This design comes from an exercise in tuning for small area, a short achievable clock period and few clock cycles per item on the open sky130 flow, not from production work. At most, simulation tests tie the RTL to the original design; equivalence was not proved. Only the layout flow was run in runs 5 and 6; the RTL was not checked for function there. Power figures rest on the tool's default switching activity, not on a simulated workload.

`standard.sh`:
```
#!/bin/bash
# synth_recipe.tcl (not shown) runs the flow's synth.tcl, then flattens the netlist and writes it again
# the make line also repeats each setting of config.mk as NAME=value (left out here)
make -C /OpenROAD-flow-scripts/flow DESIGN_CONFIG=/design/flow/config.mk WORK_HOME=/design/flow/orfs CLKGATE_MAP_FILE= SYNTH_SCRIPT=/design/flow/synth_recipe.tcl "${@:-finish}"
```
`constraint.sdc`:
```
create_clock -name core_clock -period 11.0 [get_ports {clk}]
set_input_delay 2.2000 -clock core_clock [delete_from_list [all_inputs] [get_ports {clk}]]
set_output_delay 2.2000 -clock core_clock [all_outputs]
set_load 0.01 [all_outputs]
```
`design.v`:
```
`timescale 1ns / 1ps
`default_nettype none
package imsp_pkg;
	localparam logic [1:0] KIND_CHAR = 2'd0;
	localparam logic [1:0] KIND_EOL  = 2'd1;
	localparam logic [1:0] KIND_EOF  = 2'd2;
	localparam logic [1:0] EV_CHAR   = 2'd0;
	localparam logic [1:0] EV_PARA   = 2'd1;
	localparam logic [1:0] EV_CENTRE = 2'd2;
	localparam logic [1:0] EV_ERROR  = 2'd3;
	localparam int ST_BOLD   = 0;
	localparam int ST_ITALIC = 1;
	localparam int ST_UNDER  = 2;
	localparam int ST_STRIKE = 3;
	localparam logic [15:0] CH_BSLASH = 16'h005C;
	localparam logic [15:0] CH_GT     = 16'h003E;
	localparam logic [15:0] CH_LT     = 16'h003C;
	localparam logic [15:0] CH_STAR   = 16'h002A;
	localparam logic [15:0] CH_UNDER  = 16'h005F;
	localparam logic [15:0] CH_TILDE  = 16'h007E;
	function automatic logic [15:0] hdr_unit(input logic [3:0] pos);
		logic [15:0] u;
		case (pos)
			4'd0: u = 16'h002F;
			4'd1: u = 16'h002A;
			4'd2: u = 16'h004D;
			4'd3: u = 16'h0054;
			4'd4: u = 16'h0058;
			4'd5: u = 16'h0054;
			4'd6: u = 16'h0031;
			4'd7: u = 16'h002A;
			4'd8: u = 16'h002F;
			default: u = '0;
		endcase
		hdr_unit = u;
	endfunction
endpackage
`default_nettype wire
`timescale 1ns / 1ps
`timescale 1ns / 1ps
`timescale 1ns / 1ps
`timescale 1ns / 1ps
`default_nettype none
module inline_markup_style_parser_core (
	input  wire logic        clk,
	input  wire logic        arst_n,
	input  wire logic        items_valid,
	output logic             items_ready,
	input  wire logic [15:0] items_code,
	input  wire logic [1:0]  items_kind,
	output logic             results_valid,
	input  wire logic        results_ready,
	output logic [1:0]       results_event_res,
	output logic [15:0]      results_char_out,
	output logic             results_bold,
	output logic             results_italic,
	output logic             results_underline,
	output logic             results_strike,
	output logic             results_last
);
	localparam logic [3:0] PH_SKIP = 4'd12;
	localparam logic [3:0] PH_ERR  = 4'd13;
	localparam logic [2:0] P_NONE = 3'd0;
	localparam logic [2:0] P_BS   = 3'd1;
	localparam logic [2:0] P_LT   = 3'd2;
	localparam logic [2:0] P_TL   = 3'd3;
	localparam logic [2:0] P_ST1  = 3'd4;
	localparam logic [2:0] P_ST2  = 3'd5;
	localparam int SB = imsp_pkg::ST_BOLD;
	localparam int SI = imsp_pkg::ST_ITALIC;
	localparam int SU = imsp_pkg::ST_UNDER;
	localparam int SS = imsp_pkg::ST_STRIKE;
	logic        s_v, i_v;
	logic [15:0] s_code, i_code;
	logic [1:0]  s_kind, i_kind;
	logic [3:0]  ph_q;
	logic        body_q;
	logic        first_q, zero_q, cent_q, step_q;
	logic [2:0]  pend_q;
	logic [3:0]  sty_q;
	logic        o_v, o_last;
	logic [1:0]  o_ev;
	logic [15:0] o_ch;
	logic [3:0]  o_sty;
	logic acc, or_free, consume, i_free, rdy_q;
	assign items_ready = rdy_q;
	assign acc         = items_valid && rdy_q && (items_kind != 2'd3);
	assign or_free     = !o_v || results_ready;
	logic k_char, k_eol, k_eof;
	logic in_hdr, in_skip, in_body;
	logic is_bs, is_lt, is_gt, is_st, is_ul, is_tl, hdr_ok;
	assign k_char  = (i_kind == imsp_pkg::KIND_CHAR);
	assign k_eol   = (i_kind == imsp_pkg::KIND_EOL);
	assign k_eof   = (i_kind == imsp_pkg::KIND_EOF);
	assign in_hdr  = !body_q && !(ph_q[3] && ph_q[2]);
	assign in_skip = !body_q && ph_q[3] && ph_q[2] && !ph_q[0];
	assign in_body = body_q;
	assign is_bs   = (i_code == imsp_pkg::CH_BSLASH);
	assign is_lt   = (i_code == imsp_pkg::CH_LT);
	assign is_gt   = (i_code == imsp_pkg::CH_GT);
	assign is_st   = (i_code == imsp_pkg::CH_STAR);
	assign is_ul   = (i_code == imsp_pkg::CH_UNDER);
	assign is_tl   = (i_code == imsp_pkg::CH_TILDE);
	logic hi0, c_sl, c_m, c_t, c_x, c_1;
	assign hi0    = (i_code[15:8] == 8'h00);
	assign c_sl   = hi0 && (i_code[7:0] == 8'h2F);
	assign c_m    = hi0 && (i_code[7:0] == 8'h4D);
	assign c_t    = hi0 && (i_code[7:0] == 8'h54);
	assign c_x    = hi0 && (i_code[7:0] == 8'h58);
	assign c_1    = hi0 && (i_code[7:0] == 8'h31);
	always_comb begin
		case (ph_q)
			4'd0, 4'd8: hdr_ok = c_sl;
			4'd1, 4'd7: hdr_ok = is_st;
			4'd2:       hdr_ok = c_m;
			4'd3, 4'd5: hdr_ok = c_t;
			4'd4:       hdr_ok = c_x;
			4'd6:       hdr_ok = c_1;
			default:    hdr_ok = 1'b0;
		endcase
	end
	logic        a_para, a_tl, a_lt, has_a, two;
	logic        b_v;
	logic [1:0]  b_ev;
	logic [15:0] b_ch;
	logic [3:0]  b_sty, rs;
	logic        go;
	logic [3:0]  n_ph;
	logic        n_body;
	logic        n_first, n_zero, n_cent;
	logic [2:0]  n_pend;
	logic [3:0]  n_sty;
	assign a_para = in_body && zero_q && !first_q && (k_eol || k_char);
	assign a_tl   = in_body && k_char && (pend_q == P_TL) && !is_tl;
	assign a_lt   = in_body && k_char && (pend_q == P_LT);
	assign has_a  = a_para || a_tl || a_lt;
	always_comb begin
		n_ph    = ph_q;
		n_body  = body_q;
		n_first = first_q;
		n_zero  = zero_q;
		n_cent  = cent_q;
		n_pend  = pend_q;
		n_sty   = sty_q;
		b_v     = 1'b0;
		b_ev    = imsp_pkg::EV_CHAR;
		b_ch    = '0;
		b_sty   = '0;
		rs      = sty_q;
		go      = 1'b0;
		case (i_kind)
			imsp_pkg::KIND_EOF: begin
				if (in_hdr) begin
					b_v  = 1'b1;
					b_ev = imsp_pkg::EV_ERROR;
				end else if (in_body && !zero_q && (pend_q == P_BS || pend_q == P_TL)) begin
					b_v   = 1'b1;
					b_ch  = (pend_q == P_BS) ? imsp_pkg::CH_BSLASH : imsp_pkg::CH_TILDE;
					b_sty = sty_q;
				end
				n_ph    = 4'd0;
				n_body  = 1'b0;
				n_first = 1'b1;
				n_zero  = 1'b1;
				n_cent  = 1'b0;
				n_pend  = P_NONE;
				n_sty   = '0;
			end
			imsp_pkg::KIND_EOL: begin
				if (in_hdr) begin
					b_v  = 1'b1;
					b_ev = imsp_pkg::EV_ERROR;
					n_ph = PH_ERR;
				end else if (in_skip) begin
					n_body = 1'b1;
				end else if (in_body) begin
					if (!zero_q && (pend_q == P_BS || pend_q == P_TL)) begin
						b_v   = 1'b1;
						b_ch  = (pend_q == P_BS) ? imsp_pkg::CH_BSLASH : imsp_pkg::CH_TILDE;
						b_sty = sty_q;
					end
					n_first = 1'b0;
					n_zero  = 1'b1;
					n_cent  = 1'b0;
					n_pend  = P_NONE;
					n_sty   = '0;
				end
			end
			imsp_pkg::KIND_CHAR: begin
				if (in_hdr) begin
					if (!hdr_ok) begin
						b_v  = 1'b1;
						b_ev = imsp_pkg::EV_ERROR;
						n_ph = PH_ERR;
					end else begin
						n_ph = (ph_q == 4'd8) ? PH_SKIP : ph_q + 4'd1;
					end
				end else if (in_body) begin
					n_first = 1'b0;
					n_zero  = 1'b0;
					if (zero_q && is_gt) begin
						b_v    = 1'b1;
						b_ev   = imsp_pkg::EV_CENTRE;
						n_cent = 1'b1;
					end else begin
						go = 1'b1;
						case (pend_q)
							P_BS: begin
								b_v    = 1'b1;
								b_ch   = i_code;
								b_sty  = sty_q;
								n_pend = P_NONE;
								go     = 1'b0;
							end
							P_TL: begin
								if (is_tl) begin
									n_sty[SS] = ~sty_q[SS];
									n_pend    = P_NONE;
									go        = 1'b0;
								end
							end
							P_ST1: begin
								if (is_st) begin
									n_pend = P_ST2;
									go     = 1'b0;
								end else begin
									rs[SI] = ~sty_q[SI];
								end
							end
							P_ST2: begin
								if (is_st) begin
									n_sty[SB] = ~sty_q[SB];
									n_sty[SI] = ~sty_q[SI];
									n_pend    = P_NONE;
									go        = 1'b0;
								end else begin
									rs[SB] = ~sty_q[SB];
								end
							end
							default: ;
						endcase
						if (go) begin
							n_pend = P_NONE;
							n_sty  = rs;
							if (is_bs) begin
								n_pend = P_BS;
							end else if (is_lt && cent_q) begin
								n_pend = P_LT;
							end else if (is_st) begin
								n_pend = P_ST1;
							end else if (is_ul) begin
								n_sty[SU] = ~rs[SU];
							end else if (is_tl) begin
								n_pend = P_TL;
							end else begin
								b_v   = 1'b1;
								b_ch  = i_code;
								b_sty = rs;
							end
						end
					end
				end
			end
			default: ;
		endcase
	end
	logic adv, bcent_q;
	assign two     = has_a && b_v;
	assign adv     = i_v && or_free;
	assign consume = adv && (step_q || !two);
	assign i_free  = !i_v || consume;
	logic        e_v, e_last, e_a;
	logic [1:0]  e_ev;
	logic [15:0] e_ch;
	logic [3:0]  e_sty;
	assign e_a    = has_a && !step_q;
	assign e_v    = i_v && (step_q || has_a || b_v);
	assign e_last = step_q || !two;
	always_comb begin
		if (step_q) begin
			e_ev  = bcent_q ? imsp_pkg::EV_CENTRE : imsp_pkg::EV_CHAR;
			e_ch  = bcent_q ? 16'h0000 : i_code;
			e_sty = bcent_q ? 4'h0 : sty_q;
		end else if (has_a) begin
			e_ev  = a_para ? imsp_pkg::EV_PARA : imsp_pkg::EV_CHAR;
			e_ch  = a_tl ? imsp_pkg::CH_TILDE : (a_lt ? imsp_pkg::CH_LT : 16'h0000);
			e_sty = a_para ? 4'h0 : sty_q;
		end else begin
			e_ev  = b_ev;
			e_ch  = b_ch;
			e_sty = b_sty;
		end
	end
	always_ff @(posedge clk or negedge arst_n) begin
		if (!arst_n) begin
			s_v     <= 1'b0;
			rdy_q   <= 1'b0;
			i_v     <= 1'b0;
			o_v     <= 1'b0;
			step_q  <= 1'b0;
			ph_q    <= 4'd0;
			body_q  <= 1'b0;
			first_q <= 1'b1;
			zero_q  <= 1'b1;
			cent_q  <= 1'b0;
			pend_q  <= P_NONE;
			sty_q   <= '0;
		end else begin
			s_v   <= !i_free && (s_v || acc);
			rdy_q <= !(!i_free && (s_v || acc));
			if (i_free) i_v <= s_v || acc;
			if (or_free) begin
				o_v <= e_v;
			end
			if (adv) begin
				step_q <= two && !step_q;
			end
			if (adv && !step_q) begin
				ph_q    <= n_ph;
				body_q  <= n_body;
				first_q <= n_first;
				zero_q  <= n_zero;
				cent_q  <= n_cent;
				pend_q  <= n_pend;
				sty_q   <= n_sty;
			end
		end
	end
	always_ff @(posedge clk) begin
		if (!s_v) begin
			s_code <= items_code;
			s_kind <= items_kind;
		end
		if (i_free) begin
			i_code <= s_v ? s_code : items_code;
			i_kind <= s_v ? s_kind : items_kind;
		end
		if (adv && !step_q) begin
			bcent_q <= (b_ev == imsp_pkg::EV_CENTRE);
		end
		if (or_free) begin
			o_last <= e_last;
			o_ev   <= e_ev;
			o_ch   <= e_ch;
			o_sty  <= e_sty;
		end
	end
	assign results_valid     = o_v;
	assign results_event_res = o_ev;
	assign results_char_out  = o_ch;
	assign results_bold      = o_sty[SB];
	assign results_italic    = o_sty[SI];
	assign results_underline = o_sty[SU];
	assign results_strike    = o_sty[SS];
	assign results_last      = o_last;
endmodule
`default_nettype wire
```
`flow/run.sh`:
```
#!/bin/bash
# Standard synthesis, unchanged; then the standard ORFS layout steps with
# plain buffers on the ports and timing repair aimed below the clock period.
set -euo pipefail
bash standard.sh synth > synth.log 2>&1
bash standard.sh \
  "BUFFER_PORTS_ARGS=-buffer_cell sky130_fd_sc_hd__buf_2" \
  "SETUP_SLACK_MARGIN=7.5" \
  finish > layout.log 2>&1
```
`config.mk`:
```
export PLATFORM = sky130hd
export DESIGN_NAME = inline_markup_style_parser_core
export DESIGN_NICKNAME = inline_markup_style_parser_core
export VERILOG_FILES = /design/flow/design.v
export SDC_FILE = /design/flow/constraint.sdc
export NUM_CORES = 4
export LEC_CHECK = 0
export CAP_MARGIN = 20
export CORE_MARGIN = 2
export CORE_UTILIZATION = 60
export SLEW_MARGIN = 20
```
==> metrics.yaml, run 1 <==
maxSlewViolCount: 0
drc: 0
dp_hpwl_mm: 6.00
fin_setup_tns_ns: 0
fin_crit_ns: 3.36
skew_ns: 0.00787
antenna_found_initial: 0
yosys.area.top_type: "edfxtp_1"
die_h_um: 85.3
fin_nets: 444
synth_seq_cells: 80
drt_iter0_markers: 218
cts_buffers: 9
synth.area.top_cells: "edfxtp_1 32%, dfrtp_1 11%, dfxtp_1 9.1%, mux2_2 5.1%, nand2_1 3.6%"
power_frac_clock_pct: 26.0
worstSetupPathType: "flip-flop to flip-flop"
register_area_um2: 2120
clock_path_buffers: 2
track_usage_pct: 24.5
fin_cells: 496
die_x_um: 85.3
dp_cells: 479
via_per_inst: 5.95
synth_area_per_cell_um2: 10.7
detailroute.via_count: 2951
crit_required_ns: 10.99
p_per_area_nw_per_um2: 198
n_antenna_cell: 0
yosysWarnings: 1
synth_edf_count: 42
synth-async-reset-ratio_pct: 25.0
critPathLaunchType: "flip-flop"
grt_max_degree: 26
ant_nets: 0
syn_nets: 401
clk_pin_slew_ns: 0.09
max_freq_mhz: 298
min_period_over_period_pct: 30.6
hold_path_class: "flip-flop to flip-flop"
cts.sinks: 80
pre_cts_slack_ns: 7.11
comb_power_share_pct: 25.1
fin_ws_ns: 7.64
synthTopCellsByCount: "42 x edfxtp_1, 38 x nand2_1, 27 x nor2_1"
fp-row-count: 29
yosysTopAreaCellShare_pct: 31.8
coreArea_um2: 6390
synthFlopType: "edfxtp_1"
swShare_pct: 34.4
yosysUniqueCellTypes: 61
overflow: 0
routabilityCongestion: 0.850
root_buffer: "clkbuf_8"
crit_fanout: 21
clock_latency_ns: 0.36
setup_violations: 0
cp-end-kind: "flip-flop"
p_seq_share_pct: 48.9
grt_pass1_wl_mm: 13.8
p_sw_mw: 0.305
fillers: 483
initial_core_util_pct: 62.1
syn_to_final_growth_pct: 13.1
wl_per_cell_um: 16.9
grt_pass1_vias: 2752
io_pins: 47
htree_levels: 3
drv_cap: 0
p_int_mw: 0.581
ys_seq_area_share_pct: 53.6
ir_worst_vdd_mv: 0.137
critPathArrivalTime_ns: 3.35
multi_input_area_um2: 1770
yosysMostFrequentCell: "edfxtp_1"
hold_viol: 0
cts_tree: "built"
rsz0062_at_grt: "false"
drive_gt1_share_pct: 23.2
finalWirelength_mm: 8.36
p_leak_nw: 1.83
drt_pass1_iterations: 4
outcome: "complete, no violations"
synth_cells: 371
max_slew_margin_pct: 48.5
post_cts_buffers: 0
port_buffers: 46
worst_slew_pin_slew_ns: 0.770
synth_area_um2: 3960
die-area_um2: 7270
timing repair:
item | 4_1_cts | 5_1_grt
resized for setup | 0 | 1
hold buffers | 0 | 0
endpoints found under the setup margin | 0 | 28
layout make-up:
class	instances	share of cell area, %
well taps	77	2.15
multi-input cells	264	39.5
clock buffers	9	2.76
repair inverters	1	0.112
inverters	12	1.09
flip-flops and latches	80	47.4
repair buffers	46	5.13
clock inverters	7	1.93
power groups by stage:
stage,Sequential [mW],Combinational (mW),Clock [mW]
finish,0.433,0.222,0.231
global route,0.442,0.249,0.243
CTS,0.433,0.218,0.232
detailed placement,0.439,0.218,0
global placement,0.438,0.214,0
floorplan,0.427,0.159,0
critical path, cell delays in order, from the launching register on:
cell and delay (ns):
edfxtp_1 0.41, or4b_4 0.60, nor4_1 0.62, o21ai_1 0.19
a31oi_1 0.34, o21ai_1 0.21, a41oi_4 0.62
final timing paths:
check / slack (ns) / from / to / cells after the start
worst max-delay path: 7.64 / i_code[13]$_DFFE_PP_ / i_code[9]$_DFFE_PP_ / 6
worst min-delay path: 0.48 / s_code[12]$_DFF_P_ / s_code[12]$_DFF_P_ / 1
worst max register to register: 7.64 / i_code[13]$_DFFE_PP_ / i_code[9]$_DFFE_PP_ / 6
worst min register to register: 0.48 / s_code[12]$_DFF_P_ / s_code[12]$_DFF_P_ / 1
max in group asynchronous: 8.87 / arst_n / first_q$_DFFE_PN1P_ / 1
min in group asynchronous: 1.78 / arst_n / pend_q[0]$_DFFE_PN0P_ / 1
sequential cells by signal, indices dropped and copies added, names as in the netlist, 2 cells and up:
| signal | count |
|---|---|
| o_ev | 2 |
| sty_q | 4 |
| s_code | 16 |
| i_kind | 2 |
| i_code | 16 |
| ph_q | 4 |
| o_ch | 16 |
| pend_q | 3 |
| o_sty | 4 |
| s_kind | 2 |
layer usage:
metal	track usage (%)	up-vias	wire [um]
met5	0	-	0
met4	9.09	0	113
met2	38.3	90	3870
met3	3.89	10	383
li1	-	1448	-
met1	34.9	1403	3990
cells by family (layout without fill, tap and decap cells):
logic type	Yosys count	count (layout)	share of synthesized area, %
and+or+nand+nor	155	155	21.6
buffers and inverters	27	75	2.78
muxes	23	23	6.38
DFF	80	80	53.6
AOI/OAI and AO/OA	76	76	12.7
adders and majority gates	8	8	2.53
xor gates and xnor gates	2	2	0.442
cell usage in the layout (no fill, tap or decap), types with 3 or more instances in the layout:
cell type,instances
a21o_1,6
a21oi_1,11
a31oi_1,7
and2_1,16
buf_2,46
clkbuf_8,9
dfrtp_1,18
dfxtp_1,18
edfxtp_1,42
ha_1,8
inv_1,11
inv_6,3
mux2_2,18
mux2i_1,5
nand2_1,38
nand2b_1,7
nand3_1,6
nand4_1,4
nand4b_1,4
nor2_1,26
nor2b_1,7
nor3_1,15
nor3b_1,3
nor4_1,4
nor4b_1,3
o21a_1,4
o21ai_0,13
o21ai_1,7
o31ai_1,7
or3_1,3
through the flow:
| step | cell area [um2] | utilization [%] | hold slack [ns] | total power [mW] |
|---|---|---|---|---|
| after floorplan | 4000 | - | 0.446 | 0.586 |
| after global routing | 4480 | 70.2 | 0.491 | 0.934 |
| final | 4480 | 70.2 | 0.481 | 0.886 |
| after global placement | 4260 | 66.8 | 0.457 | 0.652 |
| after CTS | 4470 | 70.0 | 0.483 | 0.883 |
| after detailed placement | 4260 | 66.8 | 0.456 | 0.657 |
Testbench counts, summed over its fixed seeds: cycles 40,978, items 40,240.
==> run 2: changes to the inputs <==
--- a/flow/run.sh
+++ b/flow/run.sh
@@ -5,5 +5,5 @@
 bash standard.sh synth > synth.log 2>&1
 bash standard.sh \
   "BUFFER_PORTS_ARGS=-buffer_cell sky130_fd_sc_hd__buf_2" \
-  "SETUP_SLACK_MARGIN=7.5" \
+  "SETUP_SLACK_MARGIN=7.9" \
   finish > layout.log 2>&1
==> metrics.yaml, run 2 <==
outcome: "complete, no violations"  # unchanged
synthFlopType: "edfxtp_1"  # unchanged
synthTopCellsByCount: "42 x edfxtp_1, 38 x nand2_1, 27 x nor2_1"  # unchanged
n_antenna_cell: 0  # unchanged
detailroute.via_count: 3097  # was 2951
overflow: 0  # unchanged
drv_cap: 0  # unchanged
utilization_pct: 73.7  # was 70.2%
cp-end-kind: "primary output"  # was flip-flop
hold_path_class: "flip-flop to flip-flop"  # unchanged
ir_worst_vdd_mv: 0.159  # was 0.137 mV
grt_max_degree: 21  # was 26
maxSlewViolCount: 0  # unchanged
cp_top_family: "flip-flops"  # was compound AO/OA/AOI/OAI gates
fp-row-count: 29  # unchanged
dp_hpwl_mm: 6.04  # was 6.00 mm
die-area_um2: 7270  # unchanged
cts.sinks: 80  # unchanged
htree_levels: 3  # unchanged
crit_required_ns: 8.80  # was 10.99 ns
syn_nets: 401  # unchanged
yosys.area.top_type: "edfxtp_1"  # unchanged
fin_setup_tns_ns: 0  # unchanged
clock_latency_ns: 0.36  # about the same
drt_iter0_markers: 285  # was 218
top_regs: "i_code (16), o_ch (16), s_code (16)"  # unchanged
synth_area_um2: 3960  # unchanged
yosysUniqueCellTypes: 61  # unchanged
grt_pass1_wl_mm: 14.1  # was 13.8 mm
hold_viol: 0  # unchanged
fin_crit_ns: 3.11  # was 3.36 ns
multi_input_area_um2: 1900  # was 1770 um2
io_pins: 47  # unchanged
fillers: 470  # was 483
layout_common_cells: "45 x buf_2, 42 x edfxtp_1, 36 x nand2_1"  # was 46 x buf_2, 42 x edfxtp_1, 38 x nand2_1
rsz0062_at_grt: "true"  # was false
max_slew_margin_pct: 50.0  # was 48.5%
yosysMostFrequentCell: "edfxtp_1"  # unchanged
syn_to_final_growth_pct: 18.7  # was 13.1%
drive_gt1_share_pct: 28.6  # was 23.2%
ant_nets: 0  # unchanged
worstSetupPathType: "flip-flop to primary output"  # was flip-flop to flip-flop
critPathLaunchType: "flip-flop"  # unchanged
antenna_found_initial: 0  # unchanged
p_per_area_nw_per_um2: 189  # was 198 nW/um2
clk_pin_slew_ns: 0.09  # about the same
drc: 0  # unchanged
port_buffers: 46  # unchanged
skew_ns: 0.00958  # was 0.00787 ns
cp_cell_sequence: "buf_2"  # was or4b_4 -> nor4_1 -> o21ai_1 -> a31oi_1 -> o21ai_1 -> a41oi_4
setup_violations: 0  # unchanged
crit_fanout: 2  # was 21
p_leak_nw: 1.90  # was 1.83 nW
synth_cells: 371  # unchanged
final_common_cell: "buf_2"  # unchanged
critPathBufInv: 1  # was 0
synth_seq_cells: 80  # unchanged
critPathSlowestCell: "dfrtp_1"  # was nor4_1
yosysTopAreaCellShare_pct: 31.8  # unchanged
via_per_inst: 6.07  # was 5.95
synth_edf_count: 42  # unchanged
cts_buffers: 9  # unchanged
min_period_over_period_pct: 28.3  # was 30.6%
cts_tree: "built"  # unchanged
critPathArrivalTime_ns: 0.91  # was 3.35 ns
root_buffer: "clkbuf_8"  # unchanged
routabilityCongestion: 0.851  # was 0.850
track_usage_pct: 25.2  # was 24.5%
ys_seq_area_share_pct: 53.6  # unchanged
clock_path_buffers: 2  # unchanged
ctsHoldBuffers: 0  # unchanged
worst_path_largest_cell_delay_ns: 0.41  # was 0.62 ns
worst_slew_pin_slew_ns: 0.745  # was 0.770 ns
register_area_um2: 2120  # unchanged
coreArea_um2: 6390  # unchanged
synth-async-reset-ratio_pct: 25.0  # unchanged
fin_nets: 458  # was 444
finalWirelength_mm: 8.98  # was 8.36 mm
initial_core_util_pct: 62.1  # unchanged
drt_pass1_iterations: 6  # was 4
grt_pass1_vias: 2835  # was 2752
synth.area.top_cells: "edfxtp_1 32%, dfrtp_1 11%, dfxtp_1 9.1%, mux2_2 5.1%, nand2_1 3.6%"  # unchanged
yosysWarnings: 1  # unchanged
die_h_um: 85.3  # unchanged
synth_area_per_cell_um2: 10.7  # unchanged
die_x_um: 85.3  # unchanged
max_freq_mhz: 321  # was 298 MHz
wl_per_cell_um: 17.6  # was 16.9 um
[run 2: cell counts after synthesis]
No cell type changed its count.
[run 2: power by group]
part / internal, mW / switching [mW] / leakage, nW / total [mW]
clock network: 0.0862 / 0.118 / 0.0888 / 0.204
logic: 0.105 / 0.145 / 0.941 / 0.250
registers: 0.380 / 0.0537 / 0.868 / 0.434
[run 2: layer usage]
metal  track usage [%]  wire (um)  up-vias
li1                  -          -     1486
met1              35.2       3950     1478
met2              40.6       4300      113
met3              3.99        530       20
met4              8.23        201        0
met5                 0          0        -
[run 2: per-stage QoR]
step,cell area (um2),cells,setup slack (ns),hold slack [ns],power (mW)
final,4710,510,7.89,0.483,0.888
after global routing,4710,510,7.88,0.491,0.934
after CTS,4520,499,7.82,0.487,0.870
after detailed placement,4260,479,7.14,0.458,0.657
after global placement,4260,479,7.19,0.457,0.652
after floorplan,4000,371,7.52,0.446,0.585
[run 2: final cells by class]
type                    count  share of cell area (%)
repair inverters            1                   0.159
clock inverters             7                    1.30
clock buffers               9                    2.63
repair buffers             58                    7.28
inverters                  12                    1.04
well taps                  77                    2.05
multi-input cells         266                    40.4
flip-flops and latches     80                    45.1
[run 2: timing repair]
action	4_1_cts	5_1_grt
setup buffers	2	10
cloned	2	1
endpoints found under the setup margin	36	76
pin swaps	1	7
gates resized for setup	3	19
[run 2: cells by family after synthesis]
| group | count (synthesis) | share of synthesized area [%] |
|---|---|---|
| AOI/OAI and AO/OA | 76 | 12.7 |
| muxes | 23 | 6.38 |
| xor gates and xnor gates | 2 | 0.442 |
| and+or+nand+nor | 155 | 21.6 |
| adders and majority gates | 8 | 2.53 |
| buffers and inverters | 27 | 2.78 |
| DFF | 80 | 53.6 |
[run 2: final timing paths]
path	slack, ns	endpoint	cells after the start	from
min reg2reg	0.48	s_code[12]$_DFF_P_	1	s_code[12]$_DFF_P_
min in group asynchronous	1.78	sty_q[1]$_DFFE_PN0P_	1	arst_n
max reg2reg	8.01	i_code[3]$_DFFE_PP_	7	i_code[15]$_DFFE_PP_
max	7.89	items_ready	1	rdy_q$_DFF_PN0_
min	0.48	s_code[12]$_DFF_P_	1	s_code[12]$_DFF_P_
max in group asynchronous	8.87	first_q$_DFFE_PN1P_	1	arst_n
==> run 3: changes to the inputs <==
==> flow/run.sh (replaced) <==
#!/bin/bash
# Standard synthesis, unchanged; then the standard ORFS layout steps with
# the settings below.
set -euo pipefail
bash standard.sh synth > synth.log 2>&1
bash standard.sh \
  BUFFER_PORTS_ARGS=-buffer_cell\ sky130_fd_sc_hd__buf_2 \
  SETUP_SLACK_MARGIN=7.9 \
  finish > layout.log 2>&1
--- a/config.mk
+++ b/config.mk
@@ -8,4 +8,6 @@
 export CAP_MARGIN = 20
 export CORE_MARGIN = 2
 export CORE_UTILIZATION = 60
+export CTS_CLUSTER_DIAMETER = 60
+export CTS_CLUSTER_SIZE = 30
 export SLEW_MARGIN = 20
==> metrics.yaml, run 3 <==
fillers: 470  # unchanged
yosysWarnings: 1  # unchanged
yosysMostFrequentCell: "edfxtp_1"  # unchanged
rrSetupSlack_ns: 8.01  # about the same
synth_area_per_cell_um2: 10.7  # unchanged
cp-end-kind: "primary output"  # unchanged
critPathLaunchType: "flip-flop"  # unchanged
hold_path_class: "flip-flop to flip-flop"  # unchanged
min_to: "s_code[12]$_DFF_P_"  # unchanged
overflow: 0  # unchanged
ir_worst_vdd_mv: 0.159  # unchanged
dp_hpwl_mm: 6.04  # unchanged
syn_nets: 401  # unchanged
synthAdderAreaFrac_pct: 2.53  # unchanged
hp-start: "s_code[12]$_DFF_P_"  # unchanged
htree_levels: 3  # unchanged
fin_setup_tns_ns: 0  # unchanged
max_slew_margin_pct: 50.0  # unchanged
synth_seq_cells: 80  # unchanged
ys_seq_area_share_pct: 53.6  # unchanged
coreArea_um2: 6390  # unchanged
synth_edf_count: 42  # unchanged
outcome: "complete, no violations"  # unchanged
drt_pass1_iterations: 6  # unchanged
io_pins: 47  # unchanged
r2r-start: "i_code[15]$_DFFE_PP_"  # unchanged
layout_common_cells: "45 x buf_2, 42 x edfxtp_1, 36 x nand2_1"  # unchanged
drc: 0  # unchanged
drive_gt1_share_pct: 28.6  # unchanged
cts.sinks: 80  # unchanged
synth.area.top_cells: "edfxtp_1 32%, dfrtp_1 11%, dfxtp_1 9.1%, mux2_2 5.1%, nand2_1 3.6%"  # unchanged
rsz0062_at_grt: "true"  # unchanged
synthTopCellsByCount: "42 x edfxtp_1, 38 x nand2_1, 27 x nor2_1"  # unchanged
drt_iter0_markers: 285  # unchanged
fin_nets: 458  # unchanged
clk_pin_slew_ns: 0.09  # about the same
final_common_cell: "buf_2"  # unchanged
synthFlopType: "edfxtp_1"  # unchanged
grt_pass1_wl_mm: 14.1  # unchanged
drv_cap: 0  # unchanged
fin_crit_ns: 3.11  # unchanged
routabilityCongestion: 0.851  # unchanged
reg2regPathDepth: 7  # unchanged
synthMuxAreaShare_pct: 6.38  # unchanged
worstSetupPathType: "flip-flop to primary output"  # unchanged
synth-xor-area-share_pct: 0.442  # unchanged
cp_cell_sequence: "buf_2"  # unchanged
die-area_um2: 7270  # unchanged
maxSlewViolCount: 0  # unchanged
via_per_inst: 6.07  # unchanged
p_per_area_nw_per_um2: 189  # unchanged
reg2reg_to: "i_code[3]$_DFFE_PP_"  # unchanged
pre_cts_slack_ns: 7.14  # unchanged
crit_required_ns: 8.80  # about the same
cts_buffers: 9  # unchanged
critPathArrivalTime_ns: 0.91  # about the same
fp-row-count: 29  # unchanged
detailroute.via_count: 3097  # unchanged
synth-compound-area-share_pct: 12.7  # unchanged
clock_latency_ns: 0.36  # about the same
top_regs: "i_code (16), o_ch (16), s_code (16)"  # unchanged
track_usage_pct: 25.2  # unchanged
wl_per_cell_um: 17.6  # unchanged
grt_pass1_vias: 2835  # unchanged
synth_area_um2: 3960  # unchanged
p_leak_nw: 1.90  # unchanged
critPathSlowestCell: "dfrtp_1"  # unchanged
setup_violations: 0  # unchanged
yosysUniqueCellTypes: 61  # unchanged
die_h_um: 85.3  # unchanged
ctsHoldBuffers: 0  # unchanged
root_buffer: "clkbuf_8"  # unchanged
fin_ws_ns: 7.89  # unchanged
whs_path_depth: 1  # unchanged
antenna_found_initial: 0  # unchanged
crit_fanout: 2  # unchanged
clock_path_buffers: 2  # unchanged
ant_nets: 0  # unchanged
synth-async-reset-ratio_pct: 25.0  # unchanged
cp_top_family: "flip-flops"  # unchanged
port_buffers: 46  # unchanged
yosysTopAreaCellShare_pct: 31.8  # unchanged
n_antenna_cell: 0  # unchanged
yosys.area.top_type: "edfxtp_1"  # unchanged
worst_path_largest_cell_delay_ns: 0.41  # about the same
grt_max_degree: 21  # unchanged
initial_core_util_pct: 62.1  # unchanged
skew_ns: 0.00958  # unchanged
synth_simple_gate_area_share_pct: 21.6  # unchanged
die_x_um: 85.3  # unchanged
synth_cells: 371  # unchanged
hold_viol: 0  # unchanged
cts_tree: "built"  # unchanged
max_freq_mhz: 321  # unchanged
critPathBufInv: 1  # unchanged
min_period_over_period_pct: 28.3  # unchanged
synth_top_family_by_area: "simple AND/OR/NAND/NOR gates"  # unchanged
syn_to_final_growth_pct: 18.7  # unchanged
finalWirelength_mm: 8.98  # unchanged
worst_slew_pin_slew_ns: 0.745  # unchanged
[run 3: power by group]
group	leakage (nW)	switching, mW	internal [mW]
Clock	0.0888	0.118	0.0862
Combinational	0.941	0.145	0.105
Sequential	0.868	0.0537	0.380
[run 3: how the worst max path moves through the flow]
stage                     cells after the start            start  slack (ns)           endpoint
after floorplan                               5    results_ready        7.52    rdy_q$_DFF_PN0_
after global placement                        6    results_ready        7.19    rdy_q$_DFF_PN0_
after detailed placement                      6    results_ready        7.14    rdy_q$_DFF_PN0_
after CTS                                     3    results_ready        7.82  o_ch[3]$_DFFE_PN_
after global routing                          1  rdy_q$_DFF_PN0_        7.88        items_ready
final                                         1  rdy_q$_DFF_PN0_        7.89        items_ready
[run 3: layout make-up]
cell class	instances	area [um2]	share of cell area, %
clock inverter	7	61.3	1.30
inverter	12	48.8	1.04
timing repair buffer	58	343	7.28
tap	77	96.3	2.05
sequential	80	2120	45.1
clock buffer	9	124	2.63
multi-input combinational	266	1900	40.4
timing repair inverter	1	7.51	0.159
[run 3: cells by family (layout without fill, tap and decap cells)]
kind of cell    after synthesis  count (layout)
flops                        80              80
xor+xnor                      2               2
mux                          23              23
simple gates                155             155
buf+inv                      27              87
compound gates               76              78
fa+ha+maj                     8               8
[run 3: timing repair]
action,in CTS,in global routing
endpoints found under the hold margin,0,0
endpoints found under the setup margin,36,76
gates cloned,2,1
setup buffers,2,10
pin swaps,1,7
gates resized for setup,3,19
[run 3: metrics by stage]
stage	hold slack, ns	area (um2)	total power, mW	utilization (%)	cells
after global routing	0.491	4710	0.934	73.7	510
after global placement	0.457	4260	0.652	66.8	479
after detailed placement	0.458	4260	0.657	66.8	479
after floorplan	0.446	4000	0.585	-	371
final	0.483	4710	0.888	73.7	510
after CTS	0.487	4520	0.870	70.8	499
[run 3: metal layers]
layer  track usage, %  routed length (um)
met3             3.99                 530
met4             8.23                 201
met1             35.2                3950
met2             40.6                4300
met5                0                   0
==> run 4: changes to the inputs <==
--- a/flow/run.sh
+++ b/flow/run.sh
@@ -6,4 +6,5 @@
 bash standard.sh \
   BUFFER_PORTS_ARGS=-buffer_cell\ sky130_fd_sc_hd__buf_2 \
   SETUP_SLACK_MARGIN=7.9 \
+  CTS_ARGS=-sink_clustering_enable\ -repair_clock_nets\ -sink_clustering_size\ 40\ -sink_clustering_max_diameter\ 80\ -dont_use_dummy_load \
   finish > layout.log 2>&1
--- a/config.mk
+++ b/config.mk
@@ -8,6 +8,4 @@
 export CAP_MARGIN = 20
 export CORE_MARGIN = 2
 export CORE_UTILIZATION = 60
-export CTS_CLUSTER_DIAMETER = 60
-export CTS_CLUSTER_SIZE = 30
 export SLEW_MARGIN = 20
==> metrics.yaml, run 4 <==
yosysUniqueCellTypes: 61  # unchanged
outcome: "complete, no violations"  # unchanged
overflow: 0  # unchanged
synth-async-reset-ratio_pct: 25.0  # unchanged
clk_pin_slew_ns: 0.07  # was 0.09 ns
rsz0062_at_grt: "true"  # unchanged
max_freq_mhz: 322  # was 321 MHz
setup_violations: 0  # unchanged
maxSlewViolCount: 0  # unchanged
critPathSlowestCell: "or2_1"  # was dfrtp_1
drive_gt1_share_pct: 25.7  # was 28.6%
yosysMostFrequentCell: "edfxtp_1"  # unchanged
yosys.area.top_type: "edfxtp_1"  # unchanged
die_x_um: 85.3  # unchanged
worstSetupPathType: "input pin to flip-flop"  # was flip-flop to primary output
worst_slew_pin_slew_ns: 0.773  # was 0.745 ns
drc: 0  # unchanged
die_h_um: 85.3  # unchanged
grt_pass1_wl_mm: 14.0  # was 14.1 mm
synth.area.top_cells: "edfxtp_1 32%, dfrtp_1 11%, dfxtp_1 9.1%, mux2_2 5.1%, nand2_1 3.6%"  # unchanged
critPathArrivalTime_ns: 3.32  # was 0.91 ns
dp_cells: 479  # unchanged
ant_nets: 0  # unchanged
skew_ns: 0.0259  # was 0.00958 ns
clock_latency_ns: 0.36  # about the same
grt_max_degree: 21  # unchanged
dp_hpwl_mm: 6.04  # unchanged
syn_to_final_growth_pct: 15.5  # was 18.7%
synthTopCellsByCount: "42 x edfxtp_1, 38 x nand2_1, 27 x nor2_1"  # unchanged
wl_per_cell_um: 17.8  # was 17.6 um
layout_common_cells: "45 x buf_2, 42 x edfxtp_1, 37 x nand2_1"  # was 45 x buf_2, 42 x edfxtp_1, 36 x nand2_1
worst_path_largest_cell_delay_ns: 0.31  # was 0.41 ns
max_slew_margin_pct: 48.5  # was 50.0%
hold_path_class: "flip-flop to flip-flop"  # unchanged
n_antenna_cell: 0  # unchanged
synth_cells: 371  # unchanged
synth_seq_cells: 80  # unchanged
coreArea_um2: 6390  # unchanged
root_buffer: "clkbuf_8"  # unchanged
via_per_inst: 6.16  # was 6.07
final_common_cell: "buf_2"  # unchanged
cts_buffers: 9  # unchanged
port_buffers: 46  # unchanged
detailroute.via_count: 3064  # was 3097
crit_required_ns: 11.22  # was 8.80 ns
top_regs: "i_code (16), o_ch (16), s_code (16)"  # unchanged
ctsHoldBuffers: 0  # unchanged
yosysWarnings: 1  # unchanged
syn_nets: 401  # unchanged
fin_crit_ns: 3.11  # about the same
grt_pass1_vias: 2804  # was 2835
ir_worst_vdd_mv: 0.144  # was 0.159 mV
pre_cts_slack_ns: 7.14  # unchanged
drt_iter0_markers: 273  # was 285
htree_levels: 3  # unchanged
synth_edf_count: 42  # unchanged
fin_cells: 497  # was 510
min_period_over_period_pct: 28.3  # about the same
cp_cell_sequence: "buf_6 -> nor2b_4 -> clkinvlp_4 -> nor2_4 -> a41oi_4 -> or2_1"  # was buf_2
cts_tree: "built"  # unchanged
synth_area_um2: 3960  # unchanged
yosysTopAreaCellShare_pct: 31.8  # unchanged
drv_cap: 0  # unchanged
crit_fanout: 5  # was 2
track_usage_pct: 24.9  # was 25.2%
initial_core_util_pct: 62.1  # unchanged
drt_pass1_iterations: 5  # was 6
p_per_area_nw_per_um2: 183  # was 189 nW/um2
routabilityCongestion: 0.851  # unchanged
fillers: 492  # was 470
cp-end-kind: "flip-flop"  # was primary output
p_leak_nw: 1.84  # was 1.90 nW
ys_seq_area_share_pct: 53.6  # unchanged
synth_area_per_cell_um2: 10.7  # unchanged
fp-row-count: 29  # unchanged
io_pins: 47  # unchanged
cts.sinks: 80  # unchanged
antenna_found_initial: 0  # unchanged
utilization_pct: 71.7  # was 73.7%
critPathLaunchType: "input pin"  # was flip-flop
fin_setup_tns_ns: 0  # unchanged
die-area_um2: 7270  # unchanged
finalWirelength_mm: 8.85  # was 8.98 mm
fin_nets: 452  # was 458
synthFlopType: "edfxtp_1"  # unchanged
hold_viol: 0  # unchanged
clock_path_buffers: 2  # unchanged
fin_ws_ns: 7.89  # about the same
==> run 4: cell counts after synthesis <==
No cell type changed its count.
==> run 4: final cells by class <==
type | count | area, um2 | area share [%]
flip-flops and latches | 80 | 2120 | 46.4
multi-input cells | 266 | 1890 | 41.3
repair buffers | 52 | 289 | 6.31
clock buffers | 9 | 124 | 2.70
well taps | 77 | 96.3 | 2.10
inverters | 12 | 48.8 | 1.07
repair inverters | 1 | 7.51 | 0.164
==> run 4: final timing paths <==
path	slack [ns]	depth (start not counted)	endpoint	start
max	7.89	6	rdy_q$_DFF_PN0_	results_ready
min	0.48	1	s_kind[0]$_DFF_P_	s_kind[0]$_DFF_P_
max reg2reg	8.02	7	rdy_q$_DFF_PN0_	i_kind[1]$_DFFE_PP_
min reg2reg	0.48	1	s_kind[0]$_DFF_P_	s_kind[0]$_DFF_P_
max in group asynchronous	8.85	1	first_q$_DFFE_PN1P_	arst_n
min in group asynchronous	1.81	1	sty_q[1]$_DFFE_PN0P_	arst_n
==> run 4: metal layers <==
metal  GRT usage, %  share of wire (%)  vias up
met1           35.5                 45     1463
li1               -                  -     1468
met2           39.7                 47      120
met4           7.65                1.6        0
met3           3.79                6.2       13
met5              0                  0        -
==> run 4: stage by stage <==
step	hold WS (ns)	area, um2	power (mW)
floorplan	0.446	4000	0.585
global placement	0.457	4260	0.652
detailed placement	0.458	4260	0.657
CTS	0.484	4470	0.830
global route	0.492	4580	0.887
finish	0.479	4580	0.840
==> run 4: repair_timing <==
action | CTS | global route
buffers inserted | 3 | 3
cloned | 2 | 1
setup endpoints to repair | 34 | 61
pin swaps | 1 | 4
gates resized for setup | 5 | 16
==> run 4: kinds of logic (layout without fill, tap and decap cells) <==
group                      Yosys count  after routing  synth area share [%]
and+or+nand+nor                    155            155                  21.6
buffers and inverters               27             74                  2.78
xor gates and xnor gates             2              2                 0.442
muxes                               23             23                  6.38
AOI/OAI and AO/OA                   76             78                  12.7
DFF                                 80             80                  53.6
adders and majority gates            8              8                  2.53
==> run 4: where the power goes <==
part / internal, mW / switching [mW] / leakage, nW
Sequential: 0.381 / 0.0541 / 0.868
Combinational: 0.100 / 0.142 / 0.911
Clock: 0.0731 / 0.0892 / 0.0647
Total: 0.554 / 0.286 / 1.84
==> run 4: critical path: cells and delay by family <==
family | cells | cell delay [ns]
AOI/OAI and AO/OA | 1 | 0.09
and+or+nand+nor | 3 | 0.77
buffers and inverters | 2 | 0.26
==> run 5: changes to the inputs <==
--- a/design.v
+++ b/design.v
@@ -72,7 +72,8 @@
 	localparam int SS = imsp_pkg::ST_STRIKE;
 	logic        s_v, i_v;
 	logic [15:0] s_code, i_code;
-	logic [1:0]  s_kind, i_kind;
+	logic        s_nc, i_nc;
+	logic [1:0]  i_kind;
 	logic [3:0]  ph_q;
 	logic        body_q;
 	logic        first_q, zero_q, cent_q, step_q;
@@ -86,9 +87,14 @@
 	assign items_ready = rdy_q;
 	assign acc         = items_valid && rdy_q && (items_kind != 2'd3);
 	assign or_free     = !o_v || results_ready;
+	logic [15:0] u_code;
+	logic        u_nc;
+	assign u_nc   = (items_kind != imsp_pkg::KIND_CHAR);
+	assign u_code = {items_code[15:1], u_nc ? items_kind[1] : items_code[0]};
 	logic k_char, k_eol, k_eof;
 	logic in_hdr, in_skip, in_body;
 	logic is_bs, is_lt, is_gt, is_st, is_ul, is_tl, hdr_ok;
+	assign i_kind  = !i_nc ? imsp_pkg::KIND_CHAR : (i_code[0] ? imsp_pkg::KIND_EOF : imsp_pkg::KIND_EOL);
 	assign k_char  = (i_kind == imsp_pkg::KIND_CHAR);
 	assign k_eol   = (i_kind == imsp_pkg::KIND_EOL);
 	assign k_eof   = (i_kind == imsp_pkg::KIND_EOF);
@@ -328,12 +334,12 @@
 	end
 	always_ff @(posedge clk) begin
 		if (!s_v) begin
-			s_code <= items_code;
-			s_kind <= items_kind;
+			s_code <= u_code;
+			s_nc   <= u_nc;
 		end
 		if (i_free) begin
-			i_code <= s_v ? s_code : items_code;
-			i_kind <= s_v ? s_kind : items_kind;
+			i_code <= s_v ? s_code : u_code;
+			i_nc   <= s_v ? s_nc : u_nc;
 		end
 		if (adv && !step_q) begin
 			bcent_q <= (b_ev == imsp_pkg::EV_CENTRE);
==> flow/run.sh (replaced) <==
#!/bin/bash
# Standard synthesis, unchanged; then the standard ORFS layout steps with
# the settings below.
set -euo pipefail
bash standard.sh synth > synth.log 2>&1
bash standard.sh \
  BUFFER_PORTS_ARGS=-buffer_cell\ sky130_fd_sc_hd__buf_2 \
  SETUP_SLACK_MARGIN=8.0 \
  CTS_ARGS=-sink_clustering_enable\ -repair_clock_nets\ -dont_use_dummy_load \
  finish > layout.log 2>&1
==> metrics.yaml, run 5 <==
clock_path_buffers: 2  # unchanged
n_antenna_cell: 0  # unchanged
min_period_over_period_pct: 28.4  # was 28.3%
cts_buffers: 9  # unchanged
drv_cap: 0  # unchanged
synth.area.top_cells: "edfxtp_1 31%, dfrtp_1 11%, dfxtp_1 8.5%, mux2_2 4.2%, nor2_1 3.5%"  # was edfxtp_1 32%, dfrtp_1 11%, dfxtp_1 9.1%, mux2_2 5.1%, nand2_1 3.6%
fin_setup_tns_ns: 0  # unchanged
outcome: "complete, no violations"  # unchanged
via_per_inst: 6.19  # was 6.16
yosysTopAreaCellShare_pct: 30.6  # was 31.8%
p_leak_nw: 1.82  # was 1.84 nW
die-area_um2: 7370  # was 7270 um2
synth_area_per_cell_um2: 10.6  # was 10.7 um2
syn_nets: 407  # was 401
htree_levels: 3  # unchanged
clock_latency_ns: 0.36  # about the same
yosysWarnings: 1  # unchanged
met2_length_mm: 4.32  # was 4.19 mm
skew_ns: 0.0302  # was 0.0259 ns
crit_fanout: 13  # was 5
cts.sinks: 78  # was 80
grt_pass1_wl_mm: 14.5  # was 14.0 mm
maxSlewViolCount: 0  # unchanged
crit_required_ns: 10.90  # was 11.22 ns
io_pins: 47  # unchanged
top_regs: "i_code (16), o_ch (16), s_code (16)"  # unchanged
synth_area_um2: 4020  # was 3960 um2
synth_seq_cells: 78  # was 80
finalWirelength_mm: 9.18  # was 8.85 mm
ir_worst_vdd_mv: 0.139  # was 0.144 mV
die_h_um: 85.9  # was 85.3 um
hold_path_class: "flip-flop to flip-flop"  # unchanged
dp_hpwl_mm: 6.25  # was 6.04 mm
p_total_mw: 0.888  # was 0.840 mW
cts_tree: "built"  # unchanged
ant_nets: 0  # unchanged
drc: 0  # unchanged
synth_edf_count: 41  # was 42
final_common_cell: "buf_2"  # unchanged
layout_common_cells: "45 x buf_2, 41 x edfxtp_1, 34 x nor2_1"  # was 45 x buf_2, 42 x edfxtp_1, 37 x nand2_1
worst_slew_pin_slew_ns: 0.787  # was 0.773 ns
final_cell_area_um2: 4590  # was 4580 um2
yosys.area.top_type: "edfxtp_1"  # unchanged
postPlaceCellArea_um2: 4210  # was 4260 um2
coreArea_um2: 6420  # was 6390 um2
fillers: 493  # was 492
max_freq_mhz: 320  # was 322 MHz
detailroute.via_count: 3144  # was 3064
grt_pass1_vias: 2863  # was 2804
routabilityCongestion: 0.912  # was 0.851
overflow: 0  # unchanged
highest_layer: "met4"  # unchanged
fp-row-count: 29  # unchanged
fin_nets: 459  # was 452
die_x_um: 85.9  # was 85.3 um
drt_iter0_markers: 242  # was 273
root_buffer: "clkbuf_8"  # unchanged
dr_wl_met3_um: 558  # was 548 um
critPathLaunchType: "input pin"  # unchanged
hold_viol: 0  # unchanged
synthFlopType: "edfxtp_1"  # unchanged
drt_pass1_iterations: 23  # was 5
holdWs_ns: 0.473  # was 0.479 ns
critPathArrivalTime_ns: 3.03  # was 3.32 ns
cp-end-kind: "flip-flop"  # unchanged
multi_input_area_um2: 1840  # was 1890 um2
wl_met1_mm: 4.17  # was 3.97 mm
drive_gt1_share_pct: 29.9  # was 25.7%
register_area_um2: 2070  # was 2120 um2
rsz0062_at_grt: "true"  # unchanged
fin_crit_ns: 3.13  # was 3.11 ns
track_usage_pct: 25.9  # was 24.9%
antenna_found_initial: 0  # unchanged
synth-async-reset-ratio_pct: 25.6  # was 25.0%
syn_to_final_growth_pct: 14.1  # was 15.5%
wl_per_cell_um: 18.1  # was 17.8 um
fin_ws_ns: 7.87  # was 7.89 ns
ys_seq_area_share_pct: 51.6  # was 53.6%
worstSetupPathType: "input pin to flip-flop"  # unchanged
port_buffers: 46  # unchanged
grt_max_degree: 22  # was 21
p_per_area_nw_per_um2: 194  # was 183 nW/um2
synth_cells: 381  # was 371
max_slew_margin_pct: 47.5  # was 48.5%
yosysMostFrequentCell: "edfxtp_1"  # unchanged
initial_core_util_pct: 62.6  # was 62.1%
pre_cts_slack_ns: 6.73  # was 7.14 ns
synthTopCellsByCount: "41 x edfxtp_1, 37 x nor2_1, 33 x nand2_1, 21 x a21oi_1"  # was 42 x edfxtp_1, 38 x nand2_1, 27 x nor2_1
clk_pin_slew_ns: 0.06  # was 0.07 ns
ctsHoldBuffers: 0  # unchanged
yosysUniqueCellTypes: 72  # was 61
setup_violations: 0  # unchanged
run 5: cell count changes after synthesis, sizes merged, moves of 4 or more:
cell    delta
nand3b     +4
nor2b      +4
nand2      -6
nand3      +5
a21oi     +11
nor2      +10
ha         -4
nor3       -7
buf        +6
and2      -13
run 5: critical path, cell delays in order:
cell	delay [ns]
buf_6	0.10
nor2b_4	0.18
clkinvlp_2	0.55
run 5: what timing repair did:
action / CTS / global route
pin swaps: 6 / 3
resized for setup: 22 / 6
gates cloned: 2 / 0
setup buffers: 11 / 5
endpoints found under the setup margin: 86 / 74
hold endpoints to repair: 0 / 0
run 5: cell type report:
| cell class | count | area share (%) |
|---|---|---|
| well taps | 77 | 2.10 |
| inverters | 15 | 1.47 |
| repair buffers | 62 | 8.32 |
| clock buffers | 9 | 2.70 |
| repair inverters | 1 | 0.109 |
| flip-flops and latches | 78 | 45.2 |
| multi-input cells | 266 | 40.1 |
run 5: logic make-up (layout without fill, tap and decap cells):
| kind of cell | count (synthesis) | in the layout | share of synthesized area (%) |
|---|---|---|---|
| simple gates | 148 | 148 | 19.8 |
| mux | 21 | 21 | 5.70 |
| buf+inv | 38 | 87 | 5.60 |
| xor+xnor | 3 | 3 | 0.654 |
| flops | 78 | 78 | 51.6 |
| compound gates | 89 | 90 | 15.4 |
| fa+ha+maj | 4 | 4 | 1.24 |
run 5: where the power goes:
part           leakage (nW)  total (mW)  internal (mW)  switching, mW
logic                 0.914       0.288          0.128          0.160
registers             0.840       0.437          0.375         0.0622
clock network        0.0647       0.163         0.0731         0.0895
total                  1.82       0.888          0.577          0.312
run 5: per-layer routing:
metal	up-vias	GRT usage, %
li1	1496	-
met1	1501	37.9
met2	135	39.2
met3	12	4.81
met4	0	8.66
met5	-	0
run 5: per-stage QoR:
step,cells,util [%]
after global routing,508,71.4
after global placement,481,65.5
after detailed placement,481,65.5
after floorplan,381,-
after CTS,503,70.3
final,508,71.4
run 5: path summary, 6_finish.rpt:
| kind | slack [ns] | depth (start not counted) | start | to |
|---|---|---|---|---|
| max in group asynchronous | 8.81 | 1 | arst_n | first_q$_DFFE_PN1P_ |
| min in group asynchronous | 1.80 | 1 | arst_n | s_v$_DFF_PN0_ |
| setup reg to reg | 8.16 | 6 | i_code[11]$_DFFE_PP_ | i_code[13]$_DFFE_PP_ |
| hold reg to reg | 0.47 | 1 | s_code[1]$_DFF_P_ | s_code[1]$_DFF_P_ |
| setup / recovery | 7.87 | 3 | results_ready | o_ch[1]$_DFFE_PN_ |
| hold / removal | 0.47 | 1 | s_code[1]$_DFF_P_ | s_code[1]$_DFF_P_ |
==> run 6: changes to the inputs <==
--- a/design.v
+++ b/design.v
@@ -136,7 +136,7 @@
 	logic        n_first, n_zero, n_cent;
 	logic [2:0]  n_pend;
 	logic [3:0]  n_sty;
-	assign a_para = in_body && zero_q && !first_q && (k_eol || k_char);
+	assign a_para = in_body && zero_q && !first_q && (k_eol || k_char) && !pp_q;
 	assign a_tl   = in_body && k_char && (pend_q == P_TL) && !is_tl;
 	assign a_lt   = in_body && k_char && (pend_q == P_LT);
 	assign has_a  = a_para || a_tl || a_lt;
@@ -271,6 +271,13 @@
 		endcase
 	end
 	logic adv, bcent_q;
+	logic pre_para, pp_q, pp_last;
+	assign pre_para = adv && !step_q && in_body && k_eol && !zero_q
+		&& (pend_q != P_BS) && (pend_q != P_TL)
+		&& acc && (items_kind == imsp_pkg::KIND_CHAR || items_kind == imsp_pkg::KIND_EOL);
+	assign pp_last  = (items_kind == imsp_pkg::KIND_EOL)
+		|| (items_code == imsp_pkg::CH_BSLASH) || (items_code == imsp_pkg::CH_STAR)
+		|| (items_code == imsp_pkg::CH_UNDER) || (items_code == imsp_pkg::CH_TILDE);
 	assign two     = has_a && b_v;
 	assign adv     = i_v && or_free;
 	assign consume = adv && (step_q || !two);
@@ -303,6 +310,7 @@
 			rdy_q   <= 1'b0;
 			i_v     <= 1'b0;
 			o_v     <= 1'b0;
+			pp_q    <= 1'b0;
 			step_q  <= 1'b0;
 			ph_q    <= 4'd0;
 			body_q  <= 1'b0;
@@ -314,9 +322,12 @@
 		end else begin
 			s_v   <= !i_free && (s_v || acc);
 			rdy_q <= !(!i_free && (s_v || acc));
-			if (i_free) i_v <= s_v || acc;
+			if (i_free) begin
+				i_v  <= s_v || acc;
+				pp_q <= pre_para;
+			end
 			if (or_free) begin
-				o_v <= e_v;
+				o_v <= e_v || pre_para;
 			end
 			if (adv) begin
 				step_q <= two && !step_q;
@@ -345,8 +356,8 @@
 			bcent_q <= (b_ev == imsp_pkg::EV_CENTRE);
 		end
 		if (or_free) begin
-			o_last <= e_last;
-			o_ev   <= e_ev;
+			o_last <= pre_para ? pp_last : e_last;
+			o_ev   <= pre_para ? imsp_pkg::EV_PARA : e_ev;
 			o_ch   <= e_ch;
 			o_sty  <= e_sty;
 		end
--- a/flow/run.sh
+++ b/flow/run.sh
@@ -5,6 +5,6 @@
 bash standard.sh synth > synth.log 2>&1
 bash standard.sh \
   BUFFER_PORTS_ARGS=-buffer_cell\ sky130_fd_sc_hd__buf_2 \
-  SETUP_SLACK_MARGIN=8.0 \
+  SETUP_SLACK_MARGIN=7.9 \
   CTS_ARGS=-sink_clustering_enable\ -repair_clock_nets\ -dont_use_dummy_load \
   finish > layout.log 2>&1
==> metrics.yaml, run 6 <==
outcome: "complete, no violations"  # unchanged
p_leak_nw: 1.84  # was 1.82 nW
antenna_found_initial: 0  # unchanged
clk_pin_slew_ns: 0.07  # was 0.06 ns
crit_fanout: 4  # was 13
ctsHoldBuffers: 0  # unchanged
p_seq_share_pct: 48.2  # was 49.2%
whs_path_depth: 1  # unchanged
yosysUniqueCellTypes: 74  # was 72
p_sw_mw: 0.418  # was 0.312 mW
synth-async-reset-ratio_pct: 26.6  # was 25.6%
yosys.area.top_type: "edfxtp_1"  # unchanged
detailroute.via_count: 3330  # was 3144
fin_setup_tns_ns: 0  # unchanged
reg2regPathDepth: 8  # was 6
fin_cells: 508  # unchanged
routabilityCongestion: 0.864  # was 0.912
coreArea_um2: 6460  # was 6420 um2
io_pins: 47  # unchanged
synth_top_family_by_area: "simple AND/OR/NAND/NOR gates"  # unchanged
synthMuxAreaShare_pct: 4.63  # was 5.70%
synthTopCellsByCount: "41 x edfxtp_1, 32 x nand2_1, 26 x nor2_1, 19 x dfrtp_1, 19 x o21ai_0"  # was 41 x edfxtp_1, 37 x nor2_1, 33 x nand2_1, 21 x a21oi_1
root_buffer: "clkbuf_8"  # unchanged
worst_path_largest_cell_delay_ns: 0.22  # was 0.55 ns
drv_cap: 0  # unchanged
grt_pass1_wl_mm: 15.2  # was 14.5 mm
cp_top_family: "simple AND/OR/NAND/NOR gates"  # was buffers and inverters
yosysMostFrequentCell: "edfxtp_1"  # unchanged
htree_levels: 3  # unchanged
utilization_pct: 72.6  # was 71.4%
final_common_cell: "buf_2"  # unchanged
critPathSlowestCell: "o311a_1"  # was clkinvlp_2
hold_path_class: "flip-flop to flip-flop"  # unchanged
grt_max_degree: 31  # was 22
min_to: "cent_q$_DFFE_PN0P_"  # was s_code[1]$_DFF_P_
synth_cells: 382  # was 381
max_freq_mhz: 321  # was 320 MHz
finalWirelength_mm: 9.86  # was 9.18 mm
drt_iter0_markers: 283  # was 242
fillers: 471  # was 493
fin_nets: 459  # unchanged
cp_cell_sequence: "buf_6 -> nor3_2 -> nand4_1 -> buf_4 -> nor2_4 -> o311a_1 -> a21oi_2"  # was buf_6 -> nor2b_4 -> clkinvlp_2
power_frac_clock_pct: 15.6  # was 18.3%
synth_area_um2: 4050  # was 4020 um2
ir_worst_vdd_mv: 0.172  # was 0.139 mV
min_period_over_period_pct: 28.3  # was 28.4%
via_per_inst: 6.56  # was 6.19
crit_required_ns: 11.09  # was 10.90 ns
comb_power_share_pct: 36.2  # was 32.5%
drt_pass1_iterations: 5  # was 23
rsz0062_at_grt: "true"  # unchanged
synth_simple_gate_area_share_pct: 20.3  # was 19.8%
yosysTopAreaCellShare_pct: 30.4  # was 30.6%
die-area_um2: 7430  # was 7370 um2
layout_common_cells: "44 x buf_2, 41 x edfxtp_1, 30 x nand2_1"  # was 45 x buf_2, 41 x edfxtp_1, 34 x nor2_1
drc: 0  # unchanged
critPathBufInv: 2  # unchanged
synth-xor-area-share_pct: 0.432  # was 0.654%
top_regs: "i_code (16), o_ch (16), s_code (16)"  # unchanged
p_int_mw: 0.653  # was 0.577 mW
grt_pass1_vias: 2919  # was 2863
worstSetupPathType: "input pin to flip-flop"  # unchanged
fin_crit_ns: 3.12  # was 3.13 ns
yosysWarnings: 1  # unchanged
dp_hpwl_mm: 6.56  # was 6.25 mm
synth-compound-area-share_pct: 17.9  # was 15.4%
track_usage_pct: 26.8  # was 25.9%
fin_ws_ns: 7.88  # was 7.87 ns
cts_buffers: 9  # unchanged
overflow: 0  # unchanged
die_x_um: 86.2  # was 85.9 um
n_antenna_cell: 0  # unchanged
synth_edf_count: 41  # unchanged
fp-row-count: 29  # unchanged
critPathArrivalTime_ns: 3.21  # was 3.03 ns
cts_tree: "built"  # unchanged
clock_path_buffers: 2  # unchanged
r2r-start: "ph_q[0]$_DFFE_PN0P_"  # was i_code[11]$_DFFE_PP_
cp-end-kind: "flip-flop"  # unchanged
cts.sinks: 79  # was 78
syn_nets: 408  # was 407
clock_latency_ns: 0.37  # was 0.36 ns
dp_cells: 486  # was 481
synth.area.top_cells: "edfxtp_1 30%, dfrtp_1 12%, dfxtp_1 8.4%, mux2_2 3.9%, nand2_1 3.0%"  # was edfxtp_1 31%, dfrtp_1 11%, dfxtp_1 8.5%, mux2_2 4.2%, nor2_1 3.5%
synth_seq_cells: 79  # was 78
rrSetupSlack_ns: 7.97  # was 8.16 ns
drive_gt1_share_pct: 26.0  # was 29.9%
critPathLaunchType: "input pin"  # unchanged
worst_slew_pin_slew_ns: 0.802  # was 0.787 ns
syn_to_final_growth_pct: 15.7  # was 14.1%
max_slew_margin_pct: 46.5  # was 47.5%
die_h_um: 86.2  # was 85.9 um
initial_core_util_pct: 62.8  # was 62.6%
synthAdderAreaFrac_pct: 1.48  # was 1.24%
synth_area_per_cell_um2: 10.6  # about the same
synthFlopType: "edfxtp_1"  # unchanged
ys_seq_area_share_pct: 51.8  # was 51.6%
port_buffers: 46  # unchanged
reg2reg_to: "i_code[8]$_DFFE_PP_"  # was i_code[13]$_DFFE_PP_
ant_nets: 0  # unchanged
p_per_area_nw_per_um2: 228  # was 194 nW/um2
swShare_pct: 39.0  # was 35.1%
hp-start: "cent_q$_DFFE_PN0P_"  # was s_code[1]$_DFF_P_
skew_ns: 0.0351  # was 0.0302 ns
hold_viol: 0  # unchanged
wl_per_cell_um: 19.4  # was 18.1 um
setup_violations: 0  # unchanged
maxSlewViolCount: 0  # unchanged
pre_cts_slack_ns: 7.13  # was 6.73 ns
-- run 6: worst max-delay path by stage --
stage / startpoint / to / slack (ns) / cells after the start
floorplan: results_ready / sty_q[3]$_DFFE_PN0P_ / 7.43 / 7
global placement: results_ready / sty_q[3]$_DFFE_PN0P_ / 7.19 / 7
detailed placement: results_ready / sty_q[3]$_DFFE_PN0P_ / 7.13 / 7
CTS: results_ready / ph_q[0]$_DFFE_PN0P_ / 7.83 / 7
global route: items_kind[1] / o_last$_DFFE_PN_ / 7.82 / 7
finish: items_kind[1] / o_last$_DFFE_PN_ / 7.88 / 7
-- run 6: metrics by stage --
step,hold slack [ns],cell area (um2),power [mW]
2_1_floorplan,0.431,4120,0.748
3_3_place_gp,0.447,4340,0.842
3_5_place_dp,0.452,4340,0.854
4_1_cts,0.463,4570,1.04
5_1_grt,0.482,4690,1.13
6_report,0.470,4690,1.07
-- run 6: what timing repair did --
| item | in CTS | in global routing |
|---|---|---|
| endpoints found under the setup margin | 30 | 33 |
| pin swaps | 5 | 10 |
| gates resized for setup | 6 | 17 |
| cloned | 0 | 1 |
| setup buffers | 9 | 3 |
-- run 6: cell families (layout without fill, tap and decap cells) --
logic type / Yosys count / in the layout
AOI/OAI and AO/OA: 99 / 100
muxes: 17 / 17
adders and majority gates: 5 / 5
xor gates and xnor gates: 2 / 2
DFF: 79 / 79
buffers and inverters: 32 / 80
and+or+nand+nor: 148 / 148
-- run 6: power groups by stage --
stage               sequential, mW  clock [mW]  combinational (mW)
floorplan                    0.478           0               0.270
global placement             0.512           0               0.330
detailed placement           0.516           0               0.338
CTS                          0.511       0.168               0.362
global route                 0.525       0.179               0.424
finish                       0.516       0.167               0.388
-- run 6: routing by layer --
metal,part of all wire (%),vias up,global-route usage (%)
met3,6.5,12,6.57
met1,46,1614,38.3
met5,0,-,0
met2,47,143,41.2
met4,1.1,0,7.53
li1,-,1561,-
-- run 6: final cells by class --
cell class	instances	area (um2)	area share (%)
well taps	77	96.3	2.05
multi-input cells	272	1960	41.7
flip-flops and latches	79	2100	44.7
inverters	13	61.3	1.31
repair buffers	58	353	7.52
clock buffers	9	124	2.64
-- run 6: worst register-to-register path: cells and delay by family, from the launching register on --
family / cells / cell delay, ns
and+or+nand+nor: 2 / 0.72
AOI/OAI and AO/OA: 4 / 1.06
buffers and inverters: 1 / 0.13
adders and majority gates: 1 / 0.34
DFF: 1 / 0.49

-- separate check: timing with driven ports --
No port has a modelled driver above. Below, the same layouts with a new extraction and two added sets of constraints. Step 1 assumes that a clkbuf_16 drives the clock port and a buf_2 every other input. Step 2 adds t to the input delays and takes it off the output delays; t is the mean of the earliest and latest rising clock arrival at the registers after step 1. Input paths then give back, and output paths get back, about the clock's delay inside the block. Three values: no drivers, after step 1, after step 2; two values: the first two.
| run | shift t [ns] | setup WS [ns] | worst hold slack (ns) | worst setup path after step 2 | cell pins on the clock port's net |
|---|---|---|---|---|---|
| run 1 | 0.384 | 7.639 / 7.639 / 7.272 | 0.481 / 0.481 / 0.481 | input to register | 1 |
| run 2 | 0.384 | 7.888 / 7.858 / 7.569 | 0.483 / 0.483 / 0.483 | input to register | 1 |
| run 3 | 0.384 | 7.888 / 7.858 / 7.569 | 0.483 / 0.483 / 0.483 | input to register | 1 |
| run 4 | 0.374 | 7.891 / 7.885 / 7.511 | 0.479 / 0.479 / 0.479 | input to register | 1 |
| run 5 | 0.373 | 7.871 / 7.866 / 7.492 | 0.473 / 0.473 / 0.473 | input to register | 1 |
| run 6 | 0.380 | 7.884 / 7.874 / 7.503 | 0.470 / 0.470 / 0.470 | input to register | 1 |
After both steps setup and hold are still met in every run listed. The setup slack of run 6, which loses most, moves by -0.010 ns with the drivers and by -0.381 ns with both steps.
